This design comes from an exercise in tuning for small area and a short achievable clock period on the open sky130 flow, not from production work. Only the layout flow was run in this run; the RTL was not checked for function there. Power is estimated from default activity; no workload was simulated.

==> flow/design.v <==
package dlx_pkg;
   localparam int DATA_W   = 32;
   localparam int REG_AW   = 5;
   localparam int NUM_REGS = 32;
   localparam int OP_W     = 6;
   localparam logic [OP_W-1:0] OP_RTYPE = 6'h00;
   localparam logic [OP_W-1:0] OP_J     = 6'h02;
   localparam logic [OP_W-1:0] OP_JAL   = 6'h03;
   localparam logic [OP_W-1:0] OP_BEQZ  = 6'h04;
   localparam logic [OP_W-1:0] OP_BNEZ  = 6'h05;
   localparam logic [OP_W-1:0] OP_LW    = 6'h23;
   localparam logic [DATA_W-1:0] NOP      = 32'h0000_0000;
   localparam logic [REG_AW-1:0] LINK_REG = 5'd31;
   typedef struct packed {
      logic [DATA_W-1:0] pc_4;
      logic [DATA_W-1:0] instr;
      logic              valid;
   } ifid_t;
   typedef enum logic [1:0] {
      CLS_R = 2'd0,
      CLS_I = 2'd1,
      CLS_J = 2'd2
   } instr_class_e;
   function automatic logic [1:0] classify(input logic [OP_W-1:0] op);
      case (op)
         OP_RTYPE:      classify = CLS_R;
         OP_J, OP_JAL:  classify = CLS_J;
         default:       classify = CLS_I;
      endcase
   endfunction
   function automatic logic [DATA_W-1:0] sext16(input logic [15:0] v);
      sext16 = {{16{v[15]}}, v};
   endfunction
   function automatic logic [DATA_W-1:0] sext26(input logic [25:0] v);
      sext26 = {{6{v[25]}}, v};
   endfunction
endpackage
import dlx_pkg::*;
module reg_file
(
   input  logic              clk_i,
   input  logic              rst_i,
   input  logic              we_i,
   input  logic [REG_AW-1:0] waddr_i,
   input  logic [DATA_W-1:0] wdata_i,
   input  logic [REG_AW-1:0] raddr1_i,
   input  logic [REG_AW-1:0] raddr2_i,
   output logic [DATA_W-1:0] rdata1_o,
   output logic [DATA_W-1:0] rdata2_o,
   output logic              nz1_o
);
   logic [DATA_W-1:0] regs_q [1:NUM_REGS-1];
   logic [NUM_REGS-1:1] nz_q;
   logic [NUM_REGS-1:1] wen, sel1, sel2;
   logic                wdata_nz;
   assign wdata_nz = |wdata_i;
   always_comb begin
      for (int i = 1; i < NUM_REGS; i++) begin
         wen[i] = we_i && (waddr_i == i[REG_AW-1:0]);
      end
   end
   always_ff @(posedge clk_i) begin
      for (int i = 1; i < NUM_REGS; i++) begin
         if (wen[i]) regs_q[i] <= wdata_i;
      end
   end
   always_ff @(posedge clk_i) begin
      if (rst_i) begin
         nz_q <= '0;
      end else begin
         for (int i = 1; i < NUM_REGS; i++) begin
            if (wen[i]) nz_q[i] <= wdata_nz;
         end
      end
   end
   always_comb begin
      rdata1_o = '0;
      rdata2_o = '0;
      for (int i = 1; i < NUM_REGS; i++) begin
         sel1[i] = nz_q[i] && (raddr1_i == i[REG_AW-1:0]);
         sel2[i] = nz_q[i] && (raddr2_i == i[REG_AW-1:0]);
         rdata1_o = rdata1_o | (regs_q[i] & {DATA_W{sel1[i]}});
         rdata2_o = rdata2_o | (regs_q[i] & {DATA_W{sel2[i]}});
      end
   end
   assign nz1_o = |sel1;
endmodule
import dlx_pkg::*;
module id_stage
(
   input  logic              clk,
   input  logic              reset,
   input  logic [DATA_W-1:0] add_pc_4_in,
   input  logic [DATA_W-1:0] instruction_in,
   input  logic              wb_reg_write,
   input  logic [REG_AW-1:0] wb_rd,
   input  logic [DATA_W-1:0] wb_data,
   input  logic              ex_mem_read,
   input  logic [REG_AW-1:0] ex_rd,
   output logic [DATA_W-1:0] add_out,
   output logic              mux_pcsrc_out,
   output logic              pc_write_en,
   output logic              id_valid,
   output logic [OP_W-1:0]   id_opcode,
   output logic [REG_AW-1:0] id_rs1,
   output logic [REG_AW-1:0] id_rs2,
   output logic [REG_AW-1:0] id_rd,
   output logic [DATA_W-1:0] id_pc_4,
   output logic [DATA_W-1:0] id_rs1_data,
   output logic [DATA_W-1:0] id_rs2_data,
   output logic [DATA_W-1:0] id_imm
);
   logic [DATA_W-1:0] pc4_q, instr_q;
   logic              valid_q;
   logic [DATA_W-1:0] rs1_data_q, rs2_data_q, target_q;
   logic              haz1_q, haz2_q;    
   logic              br_q;              
   logic              jfmt_q;            
   logic [REG_AW-1:0] rd_q;              
   logic [OP_W-1:0]   opcode;
   logic [REG_AW-1:0] rs1, rs2;
   logic              stall, taken;
   logic [OP_W-1:0]   in_opcode;
   logic [REG_AW-1:0] in_rs1, in_rs2, in_rd;
   logic [1:0]        in_cls;
   logic              in_jfmt, in_haz1, in_haz2;
   logic [DATA_W-1:0] in_imm, in_target;
   logic [DATA_W-1:0] rf_rdata1, rf_rdata2;
   logic              rf_nz1;
   logic              wb_en, wb_nz;
   logic              fwd_in1, fwd_in2, fwd_q1, fwd_q2;
   logic              in_nz1;
   function automatic logic cond(input logic [OP_W-1:0] op, input logic nz);
      case (op)
         OP_BEQZ:      cond = !nz;
         OP_BNEZ:      cond = nz;
         OP_J, OP_JAL: cond = 1'b1;
         default:      cond = 1'b0;
      endcase
   endfunction
   assign opcode = instr_q[31:26];
   assign rs1    = instr_q[25:21];
   assign rs2    = instr_q[20:16];
   assign stall = (ex_mem_read  && ((haz1_q && (ex_rd == rs1)) ||
                                    (haz2_q && (ex_rd == rs2)))) ||
                  (wb_reg_write && ((haz1_q && (wb_rd == rs1)) ||
                                    (haz2_q && (wb_rd == rs2))));
   assign taken = br_q && !stall;
   assign in_opcode = instruction_in[31:26];
   assign in_rs1    = instruction_in[25:21];
   assign in_rs2    = instruction_in[20:16];
   assign in_cls    = dlx_pkg::classify(in_opcode);
   assign in_jfmt   = (in_cls == CLS_J);
   assign in_haz1   = (in_cls != CLS_J) && (in_rs1 != '0);
   assign in_haz2   = (in_cls == CLS_R) && (in_rs2 != '0);
   assign in_imm    = in_jfmt ? dlx_pkg::sext26(instruction_in[25:0])
                              : dlx_pkg::sext16(instruction_in[15:0]);
   assign in_target = add_pc_4_in + in_imm;
   always_comb begin
      case (in_opcode)
         OP_RTYPE:               in_rd = instruction_in[15:11];
         OP_JAL:                 in_rd = LINK_REG;
         OP_J, OP_BEQZ, OP_BNEZ: in_rd = '0;
         default:                in_rd = in_rs2;
      endcase
   end
   reg_file u_reg_file (
      .clk_i    (clk),
      .rst_i    (reset),
      .we_i     (wb_reg_write),
      .waddr_i  (wb_rd),
      .wdata_i  (wb_data),
      .raddr1_i (in_rs1),
      .raddr2_i (in_rs2),
      .rdata1_o (rf_rdata1),
      .rdata2_o (rf_rdata2),
      .nz1_o    (rf_nz1)
   );
   assign wb_en   = wb_reg_write && (wb_rd != '0);
   assign wb_nz   = |wb_data;
   assign fwd_in1 = wb_en && (wb_rd == in_rs1);
   assign fwd_in2 = wb_en && (wb_rd == in_rs2);
   assign fwd_q1  = wb_en && (wb_rd == rs1);
   assign fwd_q2  = wb_en && (wb_rd == rs2);
   assign in_nz1  = fwd_in1 ? wb_nz : rf_nz1;
   always_ff @(posedge clk) begin
      if (reset) begin
         pc4_q      <= '0;
         instr_q    <= NOP;
         valid_q    <= 1'b0;
         rs1_data_q <= '0;
         rs2_data_q <= '0;
         target_q   <= '0;
         haz1_q     <= 1'b0;
         haz2_q     <= 1'b0;
         br_q       <= 1'b0;
         jfmt_q     <= 1'b0;
         rd_q       <= '0;
      end else if (stall) begin
         if (fwd_q1) begin
            rs1_data_q <= wb_data;
            br_q       <= cond(opcode, wb_nz);
         end
         if (fwd_q2) begin
            rs2_data_q <= wb_data;
         end
      end else if (taken) begin
         pc4_q      <= add_pc_4_in;
         instr_q    <= NOP;
         valid_q    <= 1'b0;
         rs1_data_q <= '0;
         rs2_data_q <= '0;
         target_q   <= add_pc_4_in;
         haz1_q     <= 1'b0;
         haz2_q     <= 1'b0;
         br_q       <= 1'b0;
         jfmt_q     <= 1'b0;
         rd_q       <= '0;
      end else begin
         pc4_q      <= add_pc_4_in;
         instr_q    <= instruction_in;
         valid_q    <= 1'b1;
         rs1_data_q <= fwd_in1 ? wb_data : rf_rdata1;
         rs2_data_q <= fwd_in2 ? wb_data : rf_rdata2;
         target_q   <= in_target;
         haz1_q     <= in_haz1;
         haz2_q     <= in_haz2;
         br_q       <= cond(in_opcode, in_nz1);
         jfmt_q     <= in_jfmt;
         rd_q       <= in_rd;
      end
   end
   assign add_out       = target_q;
   assign mux_pcsrc_out = taken;
   assign pc_write_en   = reset || !stall;
   assign id_valid      = valid_q && !stall;
   assign id_opcode     = opcode;
   assign id_rs1        = rs1;
   assign id_rs2        = rs2;
   assign id_rd         = rd_q;
   assign id_pc_4       = pc4_q;
   assign id_rs1_data   = rs1_data_q;
   assign id_rs2_data   = rs2_data_q;
   assign id_imm        = jfmt_q ? dlx_pkg::sext26(instr_q[25:0])
                                 : dlx_pkg::sext16(instr_q[15:0]);
endmodule
==> flow/flow/run.sh <==
#!/bin/bash
# The standard layout (the standard.sh, unchanged synthesis and steps),
# with one change: the port buffers that global placement inserts start as
# the smallest plain buffer instead of the tool's default pick
# (clkdlybuf4s50_1); timing repair still resizes any that are critical.
set -euo pipefail
bash standard.sh BUFFER_PORTS_ARGS="-buffer_cell sky130_fd_sc_hd__buf_1" finish > standard_finish.log 2>&1
==> flow/standard.sh <==
#!/bin/bash
# synth_recipe.tcl (not shown) runs the flow's synth.tcl, then flattens the netlist and writes it again
# the make line also repeats each setting of config.mk as NAME=value (left out here)
make -C /OpenROAD-flow-scripts/flow DESIGN_CONFIG=/design/flow/config.mk WORK_HOME=/design/flow/orfs CLKGATE_MAP_FILE= SYNTH_SCRIPT=/design/flow/synth_recipe.tcl "${@:-finish}"
==> flow/config.mk <==
export PLATFORM = sky130hd
export DESIGN_NAME = id_stage
export DESIGN_NICKNAME = id_stage
export VERILOG_FILES = /design/flow/design.v
export SDC_FILE = /design/flow/constraint.sdc
export NUM_CORES = 4
export LEC_CHECK = 0
export CAP_MARGIN = 20
export CORE_MARGIN = 2
export CORE_UTILIZATION = 45
export CTS_BUF_LIST = sky130_fd_sc_hd__clkbuf_8
export SETUP_SLACK_MARGIN = 2.5
export SLEW_MARGIN = 20
==> flow/constraint.sdc <==
create_clock -name core_clock -period 5.8 [get_ports {clk}]
set_input_delay 1.1600 -clock core_clock [delete_from_list [all_inputs] [get_ports {clk}]]
set_output_delay 1.1600 -clock core_clock [all_outputs]
set_load 0.01 [all_outputs]
==> notes.md <==
## layout make-up
class / instances / area [µm²]
clock inverter: 134 / 809.5
multi-input combinational: 2336 / 17110
clock buffer: 215 / 2959
antenna: 13 / 32.53
inverter: 15 / 58.81
timing repair buffer: 545 / 3431
sequential: 1193 / 33850
fill: 9939 / 55590
tap: 1524 / 1907
## state kept, by name, indices dropped and copies added, names as in the netlist, 5 cells and up
name               count
rs1_data_q            32
u_reg_file.regs_q    992
u_reg_file.nz_q       31
rd_q                   5
pc4_q                 32
instr_q               32
rs2_data_q            32
target_q              32
## cells in the final DEF, fill, tap and decap left out, types with 20 or more instances in the layout
cell type,synthesis,layout
nor3_1,95,92
nor2_4,0,36
clkbuf_8,0,215
a21o_1,21,20
a22oi_1,261,260
inv_1,15,72
and3_4,3,27
o211ai_1,43,43
a311oi_1,36,36
a221oi_1,291,289
clkinv_2,0,32
xor2_1,24,24
xnor2_1,34,28
a222oi_1,94,94
clkinv_1,0,22
a22o_1,333,333
a21oi_1,106,103
dfxtp_1,201,189
nand2_1,246,243
o21ai_0,40,36
nand4_1,119,119
buf_4,56,225
buf_12,0,24
edfxtp_1,992,992
nor2_1,207,172
nand3_1,68,67
buf_1,9,270
a211oi_1,67,66
ha_1,31,25
a221oi_2,18,20
and3_2,0,32
## through the flow
| stage | cell area (µm²) | instances |
|---|---|---|
| floorplan | 52510 | 3911 |
| global placement | 55600 | 5576 |
| detailed placement | 55620 | 5577 |
| finish | 60150 | 5975 |
| global route | 60130 | 5966 |
| CTS | 59750 | 5943 |
## critical path, delay by kind of cell
| kind | cells | cell delay, ns |
|---|---|---|
| AOI/OAI and AO/OA | 1 | 0.19 |
| and+or+nand+nor | 4 | 0.65 |
| buffers and inverters | 3 | 0.32 |
| xor gates and xnor gates | 1 | 0.17 |
## layer usage
metal	vias up	GRT usage	part of all wire
met5	-	0.006410	0.00046
met2	5482	0.5833	0.39
met4	14	0.2600	0.084
met1	22101	0.5373	0.34
met3	1654	0.2246	0.19
li1	17014	-	-
## path summary, 6_finish.rpt
check / start / end / depth (start not counted)
worst min register to register: valid_q$_SDFFE_PP0N_ / valid_q$_SDFFE_PP0N_ / 2
worst max-delay path: wb_rd[0] / pc_write_en / 9
worst min-delay path: valid_q$_SDFFE_PP0N_ / valid_q$_SDFFE_PP0N_ / 2
worst max register to register: instr_q[16]$_SDFFE_PP0N_ / rd_q[0]$_SDFFE_PP0N_ / 10
## cells by family (layout without fill, tap and decap cells)
kind of cell	after synthesis	after routing	synth area share
other	0	13	0
xor gates and xnor gates	58	58	0.009723
buffers and inverters	382	909	0.03925
AOI/OAI and AO/OA	1350	1350	0.2107
and+or+nand+nor	887	887	0.08367
muxes	9	9	0.001724
adders and majority gates	32	32	0.007807
DFF	1193	1193	0.6472
## Yosys cell counts (34+ instances only)
| master | n |
|---|---|
| a21oi_1 | 106 |
| a22o_1 | 333 |
| clkbuf_1 | 122 |
| buf_4 | 56 |
| edfxtp_1 | 992 |
| o211ai_1 | 43 |
| buf_2 | 151 |
| nand4_1 | 119 |
| a22oi_1 | 261 |
| nor2_1 | 207 |
| a222oi_1 | 94 |
| nand3_1 | 68 |
| dfxtp_1 | 201 |
| nand2_1 | 246 |
| xnor2_1 | 34 |
| o21ai_0 | 40 |
| a211oi_1 | 67 |
| nor3_1 | 95 |
| a311oi_1 | 36 |
| a221oi_1 | 291 |
| and3_1 | 65 |
## timing repair
item	4_1_cts	5_1_grt
gates cloned	1	1
setup endpoints to repair	85	41
pin swaps	12	18
buffers inserted	16	16
gates resized for setup	71	32
## power by group through the flow
stage / logic [mW] / registers, mW / clock network (mW)
floorplan: 0.458 / 9.74 / 0
global placement: 0.928 / 9.74 / 0
detailed placement: 0.936 / 9.74 / 0
CTS: 0.960 / 9.56 / 7.27
global route: 1.06 / 9.58 / 7.63
finish: 1.01 / 9.57 / 7.31
==> results by group <==
Status
  • Status: no timing/DRC/antenna violations

Setup path
  • Crit path max-delay cell type: nor3_2
  • Endpoint class of the critical path: output pin
  • CP Max Fanout: 8
  • CP required: 4.64 ns
  • R2r setup slk: 2.81 ns
  • Worst Path Arrival: 2.49 ns
  • Startpoint Class: input port
  • Crit-path cells: buf_2 -> xor2_1 -> nor3_2 -> a22o_1 -> nand2_2 -> and2_4 -> nor2_4 -> inv_4 -> buf_6
  • Crit-path max cell delay: 0.24 ns
  • WS Path Type: input port to output pin

Clock tree
  • CTS clk-pin slew, worst paths: 0.06 ns
  • H-tree depth: 4
  • Root Buffer: clkbuf_8
  • CTS tree: yes
  • Max clock buf depth: 3
  • Hold_buf cts: 0
  • Inserted Clock Buffers: 189
  • Clk Latency, worst-skew pair: 0.93 ns
  • Clock sinks: 1193

Floorplanning
  • Chip height: 344.7 µm
  • Initial Utilization: 0.4514
  • Die width: 344.7 µm
  • IO Pins: 294
  • Core area: 115700 µm²
  • # rows: 125
  • Die area: 118800 µm²

Yosys
  • Area share of the largest cell type after synthesis: 0.5701
  • Net Count, Synth: 4053
  • Register area share after synthesis: 0.6472
  • Synth Warn #: 3
  • Syn Std Cell Area: 52250 µm²
  • Post-synth EDFFs: 992
  • Synth area leader: edfxtp_1
  • Average size of a mapped cell: 13.36 µm²
  • Top cells by area, synth: edfxtp_1, dfxtp_1, a22o_1
  • Main flop type after synthesis: edfxtp_1
  • Gate Count Post-Synth: 3911
  • Cell variety after synth: 78
  • Post-synthesis register bit count: 1193
  • Ys async rst share: 0

Routing
  • Via count: 46265
  • Initial DRC count: 11644
  • Vias per cell: 7.743
  • Routed Antenna Nets: 0
  • WL per Instance: 44.18 µm
  • DRT Pass-1 Iters: 15
  • WL final: 264.0 mm
  • DR DRC count: 0

Timing
  • Max-slew headroom: 0.1257
  • Setup_tns: 0 ns
  • Period utilization: 0.6295
  • Clock skew: 0.04447 ns
  • Final Slew Violations: 0
  • Final setup fails: 0
  • Max Clk Rate: 0.2739 GHz
  • Worst slew pin tran: 1.308 ns
  • Post-route setup slack: 2.149 ns
  • Min Hold Slack: 0.4476 ns
  • Hold Fails Final Rpt: 0
  • Minimum clock period: 3.651 ns
  • RSZ-0062 raised after global routing: yes

Global routing
  • Overall Global Routing Usage: 0.4291
  • GR Overflow Total: 0
  • Number of global-route vias before repair: 41924
  • First-pass GRT wire length: 348.5 mm
  • Largest net degree at the start of global routing: 79
  • Initial antenna violation count: 18

Finish
  • Final core utilization: 0.5197
  • Area Growth Syn to Fin: 15.12%
  • Ratio of cells with drive above 1 in the final layout: 0.1679
  • Final net count: 4422

Pwr
  • Worst IR drop on VDD: 0.2451 mV
  • Pwr Density: 297.5 nW/µm²
  • Leakage: 20.46 nW
  • Comb pwr share: 0.056
  • Clk pwr share: 0.409
  • Switch share: 0.2475
  • Pint: 13.46 mW
  • Power Total: 17.89 mW
  • Part of the power in registers: 0.535
  • Switching pwr: 4.428 mW

Placement
  • Hpwl dp: 153.0 mm
  • Pre-CTS setup slack: 1.159 ns
  • I/O Buffers: 293
  • Final Wtd Congestion: 0.9943

Job
  • Max cap viols: 0

Worst hold path
  • Worst hold path class: flip-flop to flip-flop

[what the ideal ports hide]
The results above use ideal ports. As a check the final layout listed here was re-extracted and re-timed, cells and wires unchanged.
Step 1 (the two cells are an assumption about what drives the block):
set clk [get_ports {clk}]
set_driving_cell -lib_cell sky130_fd_sc_hd__clkbuf_16 $clk
set_driving_cell -lib_cell sky130_fd_sc_hd__buf_2 [delete_from_list [all_inputs] $clk]
Step 2 times the ports against the registers' clock, not the clock port: input delays grow and output delays shrink by t, the midpoint of the rising clock arrivals with the driver on.
Slacks: ideal / step 1 / step 2; pairs: ideal / step 1.
t (ns): 0.983
setup slack, ns: 2.149 / 2.094 / 1.460
clock arrival spread, ns: 0.058 / 0.058
worst register clock-pin slew, ns: 0.08 / 0.08
cell pins on the clock port's net: 1
After both steps this run still meets setup and hold. For this run, drivers alone change the setup slack by -0.055 ns; drivers and shift together by -0.689 ns.
